From an optimization exercise on the open Yosys and OpenROAD flow, aimed at small area; shortcuts taken in it are not production practice.
Function was checked by simulation only, so behaviour that the tests miss may differ from the original.
Power figures rest on the tool's default switching activity, not on a simulated workload.

==> flow/design.v (excerpt) <==
module data_mem_sweep #(
  parameter int DW    = 8,
  parameter int AW    = 8,
  parameter int DEPTH = 1 << AW,
  parameter int CW    = 16
) (
  input  logic          Clk,
  input  logic          Reset,
  input  logic          WriteEn,
  input  logic          ClearReq,
  input  logic [AW-1:0] DataAddress,
  input  logic [DW-1:0] DataIn,
  output logic [DW-1:0] DataOut,
  output logic          Busy,
  output logic          WrErr,
  output logic [CW-1:0] WrCount
);
Size: ~6600 cells after synthesis, roughly 46 I/O pins, about 77000 sq um of cells after synthesis.
Settings: LEC_CHECK=0, CAP_MARGIN=20, CELL_PAD_IN_SITES_DETAIL_PLACEMENT=1, CELL_PAD_IN_SITES_GLOBAL_PLACEMENT=1, CORE_MARGIN=2, CORE_UTILIZATION=45, PLACE_DENSITY=0.8, SLEW_MARGIN=20, SYNTH_HIERARCHICAL=1; clock period 10.0 ns.
standard.sh (not shown) runs the stock make flow with config.mk's settings and CLKGATE_MAP_FILE= SYNTH_SCRIPT=/design/flow/synth_recipe.tcl, a recipe that flattens the netlist after the stock synthesis.
==> flow/flow/run.sh <==
#!/bin/bash
set -euo pipefail
export BUFFER_PORTS_ARGS="-buffer_cell sky130_fd_sc_hd__buf_1"
export CTS_ARGS="-sink_clustering_enable -repair_clock_nets -sink_clustering_size 16 -sink_clustering_max_diameter 80 -buf_list sky130_fd_sc_hd__clkbuf_8 -dont_use_dummy_load"
bash standard.sh finish > flow_make.log 2>&1
==> next run, changes <==
==> flow/run.sh (new file) <==
#!/bin/bash
# synth_recipe.tcl (not shown) runs the flow's synth.tcl, then flattens the netlist and writes it again
# the make line also repeats each setting of config.mk as NAME=value (left out here)
make -C /OpenROAD-flow-scripts/flow DESIGN_CONFIG=/design/flow/config.mk WORK_HOME=/design/flow/orfs CLKGATE_MAP_FILE= SYNTH_SCRIPT=/design/flow/synth_recipe.tcl finish
--- a/flow/config.mk
+++ b/flow/config.mk
@@ -8,7 +8,7 @@
 export CAP_MARGIN = 20
-export CELL_PAD_IN_SITES_DETAIL_PLACEMENT = 1
-export CELL_PAD_IN_SITES_GLOBAL_PLACEMENT = 1
 export CORE_MARGIN = 2
-export CORE_UTILIZATION = 45
-export PLACE_DENSITY = 0.8
+export CORE_UTILIZATION = 58
+export CTS_BUF_LIST = sky130_fd_sc_hd__clkbuf_8
+export CTS_CLUSTER_DIAMETER = 80
+export CTS_CLUSTER_SIZE = 16
 export SLEW_MARGIN = 20
removed: flow/flow/run.sh
removed: flow/standard.sh
=> The new run ran to the end with violations: setup timing; global-route usage is higher by 5.8 points; hold slack improves by 0.0047 ns; register-to-register slack degrades by 0.23 ns; wire length is lower by 6.3%; sequential power is about the same; critical path depth is higher by 2; die area is lower by 22%; fmax is lower by 7.0%; final cell count is lower by 5.1%.

---

data_mem_sweep again, from the RTL that the note above started with.
clock: 10.0 ns
lec_check: 0
cap_margin: 10
cell_pad_in_sites_detail_placement: 1
cell_pad_in_sites_global_placement: 1
core_margin: 2
core_utilization: 45
place_density: 0.85
slew_margin: 10
synth_hierarchical: 1
==> flow/flow/run.sh <==
#!/bin/bash
set -euo pipefail
export BUFFER_PORTS_ARGS="-buffer_cell sky130_fd_sc_hd__buf_1"
export CTS_ARGS="-sink_clustering_enable -repair_clock_nets -sink_clustering_size 16 -sink_clustering_max_diameter 80 -buf_list sky130_fd_sc_hd__clkbuf_8 -dont_use_dummy_load"
bash standard.sh finish > flow_make.log 2>&1
Change:
PLACE_DENSITY = 0.8   (was 0.85)
After rerunning:
- combinational power is about the same
- non-clock buffer count went up by 14
- worst setup slack gets better by 0.27 ns
- cell count stays flat
- global-route usage went down by 0.24 points
- wire length went down by 1.1%
- total power barely changes
Change:
CAP_MARGIN = 20   (was 10)
CTS_BUF_LIST = sky130_fd_sc_hd__clkbuf_8   (was not set)
CTS_CLUSTER_DIAMETER = 80   (was not set)
CTS_CLUSTER_SIZE = 16   (was not set)
PLACE_DENSITY = not set   (was 0.8)
SLEW_MARGIN = 20   (was 10)
Result: The changed run ran to the end with no violations. Power goes up by 0.57%. Non-clock buffer count grows by 66. Final area rises by 0.72%. Wire length rose by 5.9%. Utilization goes up by 0.33 points. Sequential power stays flat. Via count goes down by 1.7%. First-iteration DRC count decreases by 16%.

---

The RTL this note starts from:
==> flow/design.v <==
module data_mem_sweep #(
  parameter int DW    = 8,
  parameter int AW    = 8,
  parameter int DEPTH = 1 << AW,
  parameter int CW    = 16
) (
  input  logic          Clk,
  input  logic          Reset,
  input  logic          WriteEn,
  input  logic          ClearReq,
  input  logic [AW-1:0] DataAddress,
  input  logic [DW-1:0] DataIn,
  output logic [DW-1:0] DataOut,
  output logic          Busy,
  output logic          WrErr,
  output logic [CW-1:0] WrCount
);
  logic [7:0] ptr;
  logic wr_ok;
  assign wr_ok = !Busy && WriteEn && !ClearReq;
  logic arr_we;
  assign arr_we = !Reset && (Busy || wr_ok);
  logic [7:0] a;
  assign a = Busy ? ptr : DataAddress;
  logic [DW-1:0] dcol;
  assign dcol = (!Reset && wr_ok) ? DataIn : '0;
  logic [15:0] rhi, rlo, rlo_we;
  always_comb begin
    for (int i = 0; i < 16; i++) begin
      rhi[i]    = (a[7:4] == 4'(i));
      rlo[i]    = (a[3:0] == 4'(i));
      rlo_we[i] = rlo[i] && arr_we;
    end
  end
  logic [255:0]      sel;
  logic [DW*256-1:0] rd_q;
  for (genvar w = 0; w < 256; w++) begin : g_word
    logic hold;
    assign sel[w] = rhi[w/16] && rlo[w%16];
    assign hold   = !(rhi[w/16] && rlo_we[w%16]);
    data_mem_sweep_word #(.DW(DW)) u_word (
      .Clk(Clk), .sel(sel[w]), .hold(hold), .d(dcol), .q(rd_q[DW*w +: DW])
    );
  end
  logic [DW-1:0] grp [21];
  logic [DW-1:0] tail_n;
  for (genvar g = 0; g < 21; g++) begin : g_rd
    data_mem_sweep_rd12 #(.DW(DW)) u_rd (
      .q(rd_q[DW*12*g +: DW*12]), .sel(sel[12*g +: 12]), .y(grp[g])
    );
  end
  data_mem_sweep_rd3 #(.DW(DW)) u_rd_tail (
    .q(rd_q[DW*252 +: DW*3]), .sel(sel[252 +: 3]), .y_n(tail_n)
  );
  always_comb begin
    DataOut = ~tail_n | (rd_q[DW*255 +: DW] & {DW{sel[255]}});
    for (int g = 0; g < 21; g++) DataOut = DataOut | grp[g];
    DataOut = DataOut & {DW{!Busy}};
  end
  always_ff @(posedge Clk) begin
    if (Reset) begin
      ptr     <= '0;
      Busy    <= 1'b1;
      WrErr   <= 1'b0;
      WrCount <= '0;
    end else begin
      WrErr <= WriteEn && !wr_ok;
      if (Busy) begin
        ptr <= ptr + 8'd1;
        if (ptr == 8'hFF) Busy <= 1'b0;
      end else if (ClearReq) begin
        Busy <= 1'b1;
      end
      if (wr_ok && (WrCount != 16'hFFFF)) WrCount <= WrCount + 16'd1;
    end
  end
endmodule
module data_mem_sweep_word #(
  parameter int DW = 8
) (
  input  logic          Clk,
  input  logic          sel,
  input  logic          hold,
  input  logic [DW-1:0] d,
  output logic [DW-1:0] q
);
  always_ff @(posedge Clk) begin
    q <= ({DW{sel}} & d) | ({DW{hold}} & q);
  end
endmodule
module data_mem_sweep_rd3 #(
  parameter int DW = 8
) (
  input  logic [DW*3-1:0] q,
  input  logic [2:0]      sel,
  output logic [DW-1:0]   y_n
);
  always_comb begin
    y_n = '0;
    for (int i = 0; i < 3; i++) y_n = y_n | (q[DW*i +: DW] & {DW{sel[i]}});
    y_n = ~y_n;
  end
endmodule
module data_mem_sweep_rd12 #(
  parameter int DW = 8
) (
  input  logic [DW*12-1:0] q,
  input  logic [11:0]      sel,
  output logic [DW-1:0]    y
);
  logic [DW-1:0] t_n [4];
  for (genvar k = 0; k < 4; k++) begin : g_rd3
    data_mem_sweep_rd3 #(.DW(DW)) u_rd3 (
      .q(q[DW*3*k +: DW*3]), .sel(sel[3*k +: 3]), .y_n(t_n[k])
    );
  end
  assign y = ~(t_n[0] & t_n[1] & t_n[2] & t_n[3]);
endmodule
Settings: LEC_CHECK=0, CAP_MARGIN=20, CORE_MARGIN=2, CORE_UTILIZATION=58, CTS_BUF_LIST=sky130_fd_sc_hd__clkbuf_8, CTS_CLUSTER_DIAMETER=80, CTS_CLUSTER_SIZE=16, SETUP_SLACK_MARGIN=0.4, SLEW_MARGIN=20, SYNTH_HIERARCHICAL=1; clock period 10.0 ns.
run.sh (not shown) runs the stock make flow with config.mk's settings and CLKGATE_MAP_FILE= SYNTH_SCRIPT=/design/flow/synth_recipe.tcl, a recipe that flattens the netlist after the stock synthesis.
Stock flow here: none of the scripts above is used.
The baseline passed the timing, design-rule and antenna checks.
Change:
- CELL_PAD_IN_SITES_DETAIL_PLACEMENT: not set -> 1
- CELL_PAD_IN_SITES_GLOBAL_PLACEMENT: not set -> 1
- CORE_UTILIZATION: 58 -> 45
- SETUP_SLACK_MARGIN: 0.4 -> not set
The changed run reached the layout checks and failed them: negative setup slack.
Die area went up by 29%.
Total power came out higher by about 1.5%.
First-iteration DRC count went down by 25%.
Change:
==> flow/flow/run.sh (new file) <==
#!/bin/bash
set -euo pipefail
export BUFFER_PORTS_ARGS="-buffer_cell sky130_fd_sc_hd__buf_1"
export CTS_ARGS="-sink_clustering_enable -repair_clock_nets -sink_clustering_size 16 -sink_clustering_max_diameter 80 -buf_list sky130_fd_sc_hd__clkbuf_8 -dont_use_dummy_load"
bash standard.sh finish > flow_make.log 2>&1
==> flow/standard.sh (new file) <==
#!/bin/bash
# synth_recipe.tcl (not shown) runs the flow's synth.tcl, then flattens the netlist and writes it again
# the make line also repeats each setting of config.mk as NAME=value (left out here)
make -C /OpenROAD-flow-scripts/flow DESIGN_CONFIG=/design/flow/config.mk WORK_HOME=/design/flow/orfs CLKGATE_MAP_FILE= SYNTH_SCRIPT=/design/flow/synth_recipe.tcl "${@:-finish}"
- CAP_MARGIN: 20 -> 10
- CTS_BUF_LIST: sky130_fd_sc_hd__clkbuf_8 -> not set
- CTS_CLUSTER_DIAMETER: 80 -> not set
- CTS_CLUSTER_SIZE: 16 -> not set
- PLACE_DENSITY: not set -> 0.9
- SLEW_MARGIN: 20 -> 10
removed: flow/run.sh
The changed run finished with timing, DRC and antenna clean.
Power is lower by 2.0%.
Routed wire length is lower by 5.3%.
Via count is higher by 3.2%.
Core utilization is lower by 1.1 points.
Flip-flop and latch count stays the same.
First-iteration DRC count is higher by 33%.
Sequential share of layout area is higher by 1.3 points.
Change:
- PLACE_DENSITY: 0.9 -> not set
Outcome: The new run finished with timing, DRC and antenna clean. Utilization grows by 0.43 points. Synthesized area does not change. Via count shrinks by a few percent. Global-route usage grows by 1.7 points. Final cell count grows slightly. Final area grows slightly. Critical path depth grows by 1. Worst setup slack improved by 0.75 ns. Wire length grows by a few percent. Total power grows slightly. Sequential cell count does not change.

## afterwards: timing with drivers on the ports
No port has a modelled driver above. Below, the same layouts with a new extraction and two added sets of constraints.
Step 1 (the two cells are an assumption about what drives the block):
set clk [get_ports {Clk}]
set_driving_cell -lib_cell sky130_fd_sc_hd__clkbuf_16 $clk
set_driving_cell -lib_cell sky130_fd_sc_hd__buf_2 [delete_from_list [all_inputs] $clk]
Step 2, shift: input delay + t, output delay - t, t = (earliest + latest rising clock arrival at the registers) / 2. This alone moves slack from input paths to output paths.
Slacks: no drivers / after step 1 / after step 2; pairs: no drivers / after step 1.
run	t (ns)	setup slack, ns	worst data-port slew with drivers (ns)
the first run of note 1	0.993	0.541 / 0.519 / 0.519	0.13
the second run of note 1	0.988	-0.172 / -0.200 / -0.200	0.21
the first run of note 2	0.999	0.419 / 0.391 / 0.391	0.14
the second run of note 2	0.978	0.690 / 0.665 / 0.665	0.14
the third run of note 2	1.038	0.879 / 0.853 / 0.853	0.13
the first run of note 3	0.987	0.384 / 0.278 / 0.278	0.22
the second run of note 3	1.038	-0.042 / -0.067 / -0.067	0.13
the third run of note 3	0.989	0.201 / 0.178 / 0.178	0.15
the fourth run of note 3	1.044	0.953 / 0.928 / 0.928	0.12
The setup slack of the first run of note 3, which loses most, moves by -0.106 ns with the drivers and by -0.106 ns with both steps.
